Context: an optimization exercise on an open-source flow, tuned for small area. The choices shown serve that exercise and are no tape-out recipe.
Where RTL was checked, it was by simulation tests only, not by an equivalence proof against the original.

==> 02-07: inputs <==
// cim_node
module cim_node #(
    parameter logic [1:0] NODE_ID = 2'd0
) (
    input  logic clk,
    input  logic rst_n,
    input  logic [3:0] bus_op,
    input  logic [47:0] bus_data,
    input  logic [1:0] bus_target_or_sender,
    output logic [3:0] bus_out_op,
    output logic [47:0] bus_out_data,
    output logic [1:0] bus_out_target_or_sender,
    output logic bus_drive,
    output logic is_ready
);
    logic to_me;
    logic op_load_start;
    logic op_load;
    logic op_send;
    logic op_par_start;
    logic op_par;
    assign to_me = (bus_target_or_sender == NODE_ID);
    assign op_load_start = (bus_op == 4'd1);
    assign op_load = (bus_op == 4'd2);
    assign op_send = (bus_op == 4'd3) & to_me;
    assign op_par_start = (bus_op == 4'd5);
    assign op_par = (bus_op == 4'd6) & to_me;
    assign bus_out_target_or_sender = NODE_ID;
    logic [5:0] par_ptr;
    logic [2:0] par_lane;
    logic [15:0] lane_data;
    logic [15:0] kern [8];
    logic [15:0] bias;
    assign lane_data = (bus_data[15:0] & {16{par_lane[0]}})
                     | (bus_data[31:16] & {16{par_lane[1]}})
                     | (bus_data[47:32] & {16{par_lane[2]}});
    always_ff @(posedge clk) begin
        if (op_par_start) begin
            par_ptr <= bus_data[5:0];
            par_lane <= 3'b001;
        end else if (op_par) begin
            par_ptr <= par_ptr + 6'd1;
            par_lane <= {par_lane[1:0], par_lane[2]};
        end
    end
    always_ff @(posedge clk) begin
        for (int j = 0; j < 8; j++) begin
            if (op_par && par_ptr == 6'(j)) kern[j] <= lane_data;
        end
        if (op_par && par_ptr == 6'd8) bias <= lane_data;
    end
    logic [4:0] wcnt;
    logic [7:0] ksel;
    logic [15:0] k_cur;
    logic [15:0] acc;
    logic [15:0] acc_base;
    logic [15:0] acc_next;
    logic [15:0] x_in;
    always_ff @(posedge clk) begin
  ...
==> module cim_node, before the edit <==
module cim_node #(
    parameter logic [1:0] NODE_ID = 2'd0
) (
    input  logic clk,
    input  logic rst_n,
    input  logic [3:0] bus_op,
    input  logic [47:0] bus_data,
    input  logic [1:0] bus_target_or_sender,
    output logic [3:0] bus_out_op,
    output logic [47:0] bus_out_data,
    output logic [1:0] bus_out_target_or_sender,
    output logic bus_drive,
    output logic is_ready
);
    logic to_me;
    logic op_load_start;
    logic op_load;
    logic op_send;
    logic op_par_start;
    logic op_par;
    assign to_me = (bus_target_or_sender == NODE_ID);
    assign op_load_start = (bus_op == 4'd1);
    assign op_load = (bus_op == 4'd2);
    assign op_send = (bus_op == 4'd3) & to_me;
    assign op_par_start = (bus_op == 4'd5);
    assign op_par = (bus_op == 4'd6) & to_me;
    assign bus_out_target_or_sender = NODE_ID;
    logic [5:0] par_ptr;
    logic [2:0] par_lane;
    logic [15:0] lane_data;
    logic [15:0] kern [8];
    logic [15:0] bias;
    assign lane_data = (bus_data[15:0] & {16{par_lane[0]}})
                     | (bus_data[31:16] & {16{par_lane[1]}})
                     | (bus_data[47:32] & {16{par_lane[2]}});
    always_ff @(posedge clk) begin
        if (op_par_start) begin
            par_ptr <= bus_data[5:0];
            par_lane <= 3'b001;
        end else if (op_par) begin
            par_ptr <= par_ptr + 6'd1;
            par_lane <= {par_lane[1:0], par_lane[2]};
        end
    end
    always_ff @(posedge clk) begin
        for (int j = 0; j < 8; j++) begin
            if (op_par && par_ptr == 6'(j)) kern[j] <= lane_data;
        end
        if (op_par && par_ptr == 6'd8) bias <= lane_data;
    end
    logic [4:0] wcnt;
    logic [7:0] ksel;
    logic [15:0] k_cur;
    logic [15:0] acc;
    logic [15:0] acc_base;
    logic [15:0] acc_next;
    logic [15:0] x_in;
    always_ff @(posedge clk) begin
        if (op_load_start) begin
            wcnt <= '0;
        end else if (op_load) begin
            wcnt <= wcnt + 5'd1;
        end
    end
    always_comb begin
        for (int j = 0; j < 8; j++) ksel[j] = (wcnt[2:0] == 3'(j));
        k_cur = '0;
        for (int j = 0; j < 8; j++) k_cur = k_cur | (kern[j] & {16{ksel[j]}});
    end
    assign acc_base = (op_load & ksel[0]) ? bias : acc;
    assign x_in = bus_data[15:0] & {16{op_load}};
    mac_engine u_mac (
        .x(x_in),
        .k(k_cur),
        .acc(acc_base),
        .y(acc_next)
    );
    always_ff @(posedge clk) begin
        acc <= acc_next;
    end
    logic [1:0] phase;
    logic [15:0] ring [4];
    logic ins_pend;
    logic ins;
    logic ready;
    assign ins = ins_pend & (phase == wcnt[4:3]);
    always_ff @(posedge clk) begin
        ring[0] <= ring[1];
        ring[1] <= ring[2];
        ring[2] <= ring[3];
        ring[3] <= ins ? acc : ring[0];
    end
    always_ff @(posedge clk) begin
        if (!rst_n) begin
            phase <= 2'd0;
            ins_pend <= 1'b0;
            ready <= 1'b0;
        end else begin
            phase <= phase + 2'd1;
            if (op_load && wcnt[2:0] == 3'd7) begin
                ins_pend <= 1'b1;
            end else if (ins) begin
                ins_pend <= 1'b0;
            end
            if (op_load_start) begin
                ready <= 1'b0;
            end else if (ins && wcnt[4:3] == 2'd0) begin
                ready <= 1'b1;
            end
        end
    end
    assign is_ready = ready;
    logic send_pend;
    logic [1:0] send_phase;
    logic lane1_on;
    logic lane0_on;
    logic send_fire;
    assign send_fire = send_pend & (phase == send_phase);
    always_ff @(posedge clk) begin
        if (op_send) begin
            send_phase <= bus_data[1:0] + bus_data[17:16] + 2'd1;
            lane1_on <= bus_data[17];
            lane0_on <= bus_data[17] & bus_data[16];
        end
    end
    always_ff @(posedge clk) begin
        if (!rst_n) begin
            send_pend <= 1'b0;
            bus_drive <= 1'b0;
        end else begin
            bus_drive <= send_fire;
            if (op_send) begin
                send_pend <= 1'b1;
            end else if (send_fire) begin
                send_pend <= 1'b0;
            end
        end
    end
    assign bus_out_op = {1'b0, bus_drive, 2'b00};
    assign bus_out_data = {ring[2], ring[1] & {16{lane1_on}}, ring[0] & {16{lane0_on}}};
endmodule
clock: 10.0 ns
lec_check: 0
abc_area: 1
cap_margin: 0
core_margin: 2
core_utilization: 40
place_density: 0.6
slew_margin: 0
synth_hierarchical: 1
standard.sh (not shown) runs the stock make flow with config.mk's settings and CLKGATE_MAP_FILE= SYNTH_SCRIPT=/design/flow/synth_recipe.tcl, a recipe that flattens the netlist after the stock synthesis.
==> flow/flow/run.sh <==
#!/bin/bash
# Own flow: the standard layout (standard.sh and its synthesis script),
# with these changes to how the layout is made:
#  - ABC maps for area only (map -a, four rounds) without its buffering and upsizing;
#  - Yosys's quick ABC pass before adder extraction is skipped for the
#    arithmetic module mac_engine only (it has no registers; the top module,
#    which holds every register, is synthesized exactly as before);
#    flip-flops are mapped before the final ABC runs, so the registers are unchanged;
#  - every port gets a buf_1 as its port buffer;
#  - the clock tree uses clkbuf_8 on clusters of up to 16 sinks, with no dummy loads.
set -euo pipefail
here=$(pwd)
cp -r "$FLOW_HOME/scripts" "$here/scripts_abc"
printf 'strash\ndch -f\nmap -a\nstrash\ndch -f\nmap -a\nstrash\ndch -f\nmap -a\nstrash\ndch -f\nmap -a\ntopo\ndnsize -c\n' > "$here/scripts_abc/abc_area.script"
python3 - "$here/scripts_abc/synth.tcl" <<'PY'
import sys
p = sys.argv[1]
s = open(p).read()
old = "  synth -top $::env(DESIGN_NAME) -run fine: {*}$synth_full_args\n"
new = ("  synth -top $::env(DESIGN_NAME) -run fine:check -noabc {*}$synth_full_args\n"
       "  abc -fast $::env(DESIGN_NAME)\n"
       "  opt -fast\n"
       "  synth -top $::env(DESIGN_NAME) -run check: {*}$synth_full_args\n")
assert s.count(old) == 1
open(p, "w").write(s.replace(old, new))
PY
CTS="-sink_clustering_enable -repair_clock_nets -dont_use_dummy_load"
CTS="$CTS -buf_list sky130_fd_sc_hd__clkbuf_8"
CTS="$CTS -sink_clustering_size 16 -sink_clustering_max_diameter 80"
bash standard.sh \
  "SCRIPTS_DIR=$here/scripts_abc" \
  "BUFFER_PORTS_ARGS=-buffer_cell sky130_fd_sc_hd__buf_1" \
  "CTS_ARGS=$CTS" \
  finish > "$here/flow_make.log" 2>&1
test -f out/final.def
==> inputs of 08-02, as changes to 02-07 <==
--- a/flow/design.v
+++ b/flow/design.v
@@ -1066,3 +1066,3 @@
     logic [5:0] par_ptr;
-    logic [2:0] par_lane;
+    logic [1:0] par_lane;
     logic [15:0] lane_data;
@@ -1070,5 +1070,9 @@
     logic [15:0] bias;
-    assign lane_data = (bus_data[15:0] & {16{par_lane[0]}})
-                     | (bus_data[31:16] & {16{par_lane[1]}})
-                     | (bus_data[47:32] & {16{par_lane[2]}});
+    always_comb begin
+        case (par_lane)
+            2'd1: lane_data = bus_data[31:16];
+            2'd2: lane_data = bus_data[47:32];
+            default: lane_data = bus_data[15:0];
+        endcase
+    end
     always_ff @(posedge clk) begin
@@ -1076,6 +1080,6 @@
             par_ptr <= bus_data[5:0];
-            par_lane <= 3'b001;
+            par_lane <= 2'd0;
         end else if (op_par) begin
             par_ptr <= par_ptr + 6'd1;
-            par_lane <= {par_lane[1:0], par_lane[2]};
+            par_lane <= (par_lane == 2'd2) ? 2'd0 : par_lane + 2'd1;
         end
==> flow/flow/run.sh (replaced) <==
#!/bin/bash
# Own flow: the standard layout (standard.sh, unchanged synthesis), with
# small port buffers and a clock tree of smaller buffers without dummy loads.
# Every input and output port still gets its buffer; the clock still reaches
# the registers only through clock buffers.
set -euo pipefail
here=$(pwd)
log=$here/flow_make.log
CTS="-sink_clustering_enable -repair_clock_nets -dont_use_dummy_load"
CTS="$CTS -buf_list sky130_fd_sc_hd__clkbuf_8"
CTS="$CTS -sink_clustering_size 16 -sink_clustering_max_diameter 80"
bash standard.sh \
  "BUFFER_PORTS_ARGS=-buffer_cell sky130_fd_sc_hd__buf_1" \
  "CTS_ARGS=$CTS" \
  finish > "$log" 2>&1
test -f out/final.def
--- a/flow/config.mk
+++ b/flow/config.mk
@@ -13,2 +13 @@
 export SLEW_MARGIN = 0
-export SYNTH_HIERARCHICAL = 1
==> inputs of 12-21, as changes to 02-07 <==
--- a/flow/design.v
+++ b/flow/design.v
@@ -1066,3 +1066,3 @@
     logic [5:0] par_ptr;
-    logic [2:0] par_lane;
+    logic [1:0] par_lane;
     logic [15:0] lane_data;
@@ -1070,5 +1070,9 @@
     logic [15:0] bias;
-    assign lane_data = (bus_data[15:0] & {16{par_lane[0]}})
-                     | (bus_data[31:16] & {16{par_lane[1]}})
-                     | (bus_data[47:32] & {16{par_lane[2]}});
+    always_comb begin
+        case (par_lane)
+            2'd1: lane_data = bus_data[31:16];
+            2'd2: lane_data = bus_data[47:32];
+            default: lane_data = bus_data[15:0];
+        endcase
+    end
     always_ff @(posedge clk) begin
@@ -1076,6 +1080,6 @@
             par_ptr <= bus_data[5:0];
-            par_lane <= 3'b001;
+            par_lane <= 2'd0;
         end else if (op_par) begin
             par_ptr <= par_ptr + 6'd1;
-            par_lane <= {par_lane[1:0], par_lane[2]};
+            par_lane <= (par_lane == 2'd2) ? 2'd0 : par_lane + 2'd1;
         end
==> flow/flow/run.sh (replaced) <==
#!/bin/bash
# Own flow: the standard layout (standard.sh and its synthesis script),
# with three changes to how the layout is made:
#  - ABC maps for area only (map -a, twice) without its buffering and upsizing;
#    flip-flops are mapped before ABC runs, so the registers are unchanged;
#  - every port gets a buf_1 as its port buffer;
#  - the clock tree uses clkbuf_8 on clusters of up to 16 sinks, with no dummy loads.
set -euo pipefail
here=$(pwd)
cp -r "$FLOW_HOME/scripts" "$here/scripts_abc"
printf 'strash\ndch\nmap -a\nstrash\ndch\nmap -a\ntopo\ndnsize -c\n' > "$here/scripts_abc/abc_area.script"
CTS="-sink_clustering_enable -repair_clock_nets -dont_use_dummy_load"
CTS="$CTS -buf_list sky130_fd_sc_hd__clkbuf_8"
CTS="$CTS -sink_clustering_size 16 -sink_clustering_max_diameter 80"
bash standard.sh \
  "SCRIPTS_DIR=$here/scripts_abc" \
  "BUFFER_PORTS_ARGS=-buffer_cell sky130_fd_sc_hd__buf_1" \
  "CTS_ARGS=$CTS" \
  finish > "$here/flow_make.log" 2>&1
test -f out/final.def
==> comparison <==
- In 08-02 the cell area is higher than in 12-21, by 6.0%.
- Between 08-02 and 12-21, the lower die area is in 12-21 (gap 11%, measured against 12-21).
- In 08-02 the sequential share of layout area is lower than in 02-07, by 3.2 points.
- Against 02-07, the sequential cell count of 08-02 is lower by 1.
==> figures <==
item	12-21	08-02	02-07
Outcome	no timing/DRC/antenna violations	no timing/DRC/antenna violations	no timing/DRC/antenna violations
Synthesized netlist cell count	1265	1619	1226
Origin of the critical flop-to-flop path	wcnt[1]	wcnt[2]	wcnt[2]
Worst setup startpoint	bus_op[2]	wcnt[2]	bus_op[2]
Worst slew slack as a fraction of its limit	26.2%	10.5%	23.6%
Fraction of final layout cells sized beyond drive strength 1	6.42%	9.07%	5.89%
Final area over synthesized area	1.113x	1.065x	1.111x
Multi-input logic portion of the cell area	43.6%	47.0%	44.1%
For 02-07, only the layout was checked, not whether the RTL still works.

==> separate check: timing with driven ports <==
The flow's constraints put no driver on any port. The routed layouts listed below were extracted and timed again, unchanged, in two steps.
Step 1, drivers: a clkbuf_16 drives clk and a buf_2 each remaining input, both assumed.
Step 2 moves the port delays by t, midway between the first and last clock arrival at a register: inputs arrive t later, outputs are due t later. That takes back most of the time a late clock gives input paths.
a / b / c = no drivers / after step 1 / after step 2; a / b = the first two.
run	t (ns)	slack for setup (ns)	clock arrival spread, ns	worst data-port slew with drivers (ns)
02-07	0.576	1.782 / 1.810 / 1.234	0.075 / 0.075	0.04
08-02	0.602	1.704 / 1.704 / 1.428	0.027 / 0.026	0.04
12-21	0.595	1.023 / 1.045 / 0.451	0.058 / 0.057	0.05
After both steps every run listed still meets setup and hold. For 12-21, which loses most, drivers alone change the setup slack by +0.022 ns; drivers and shift together by -0.572 ns.
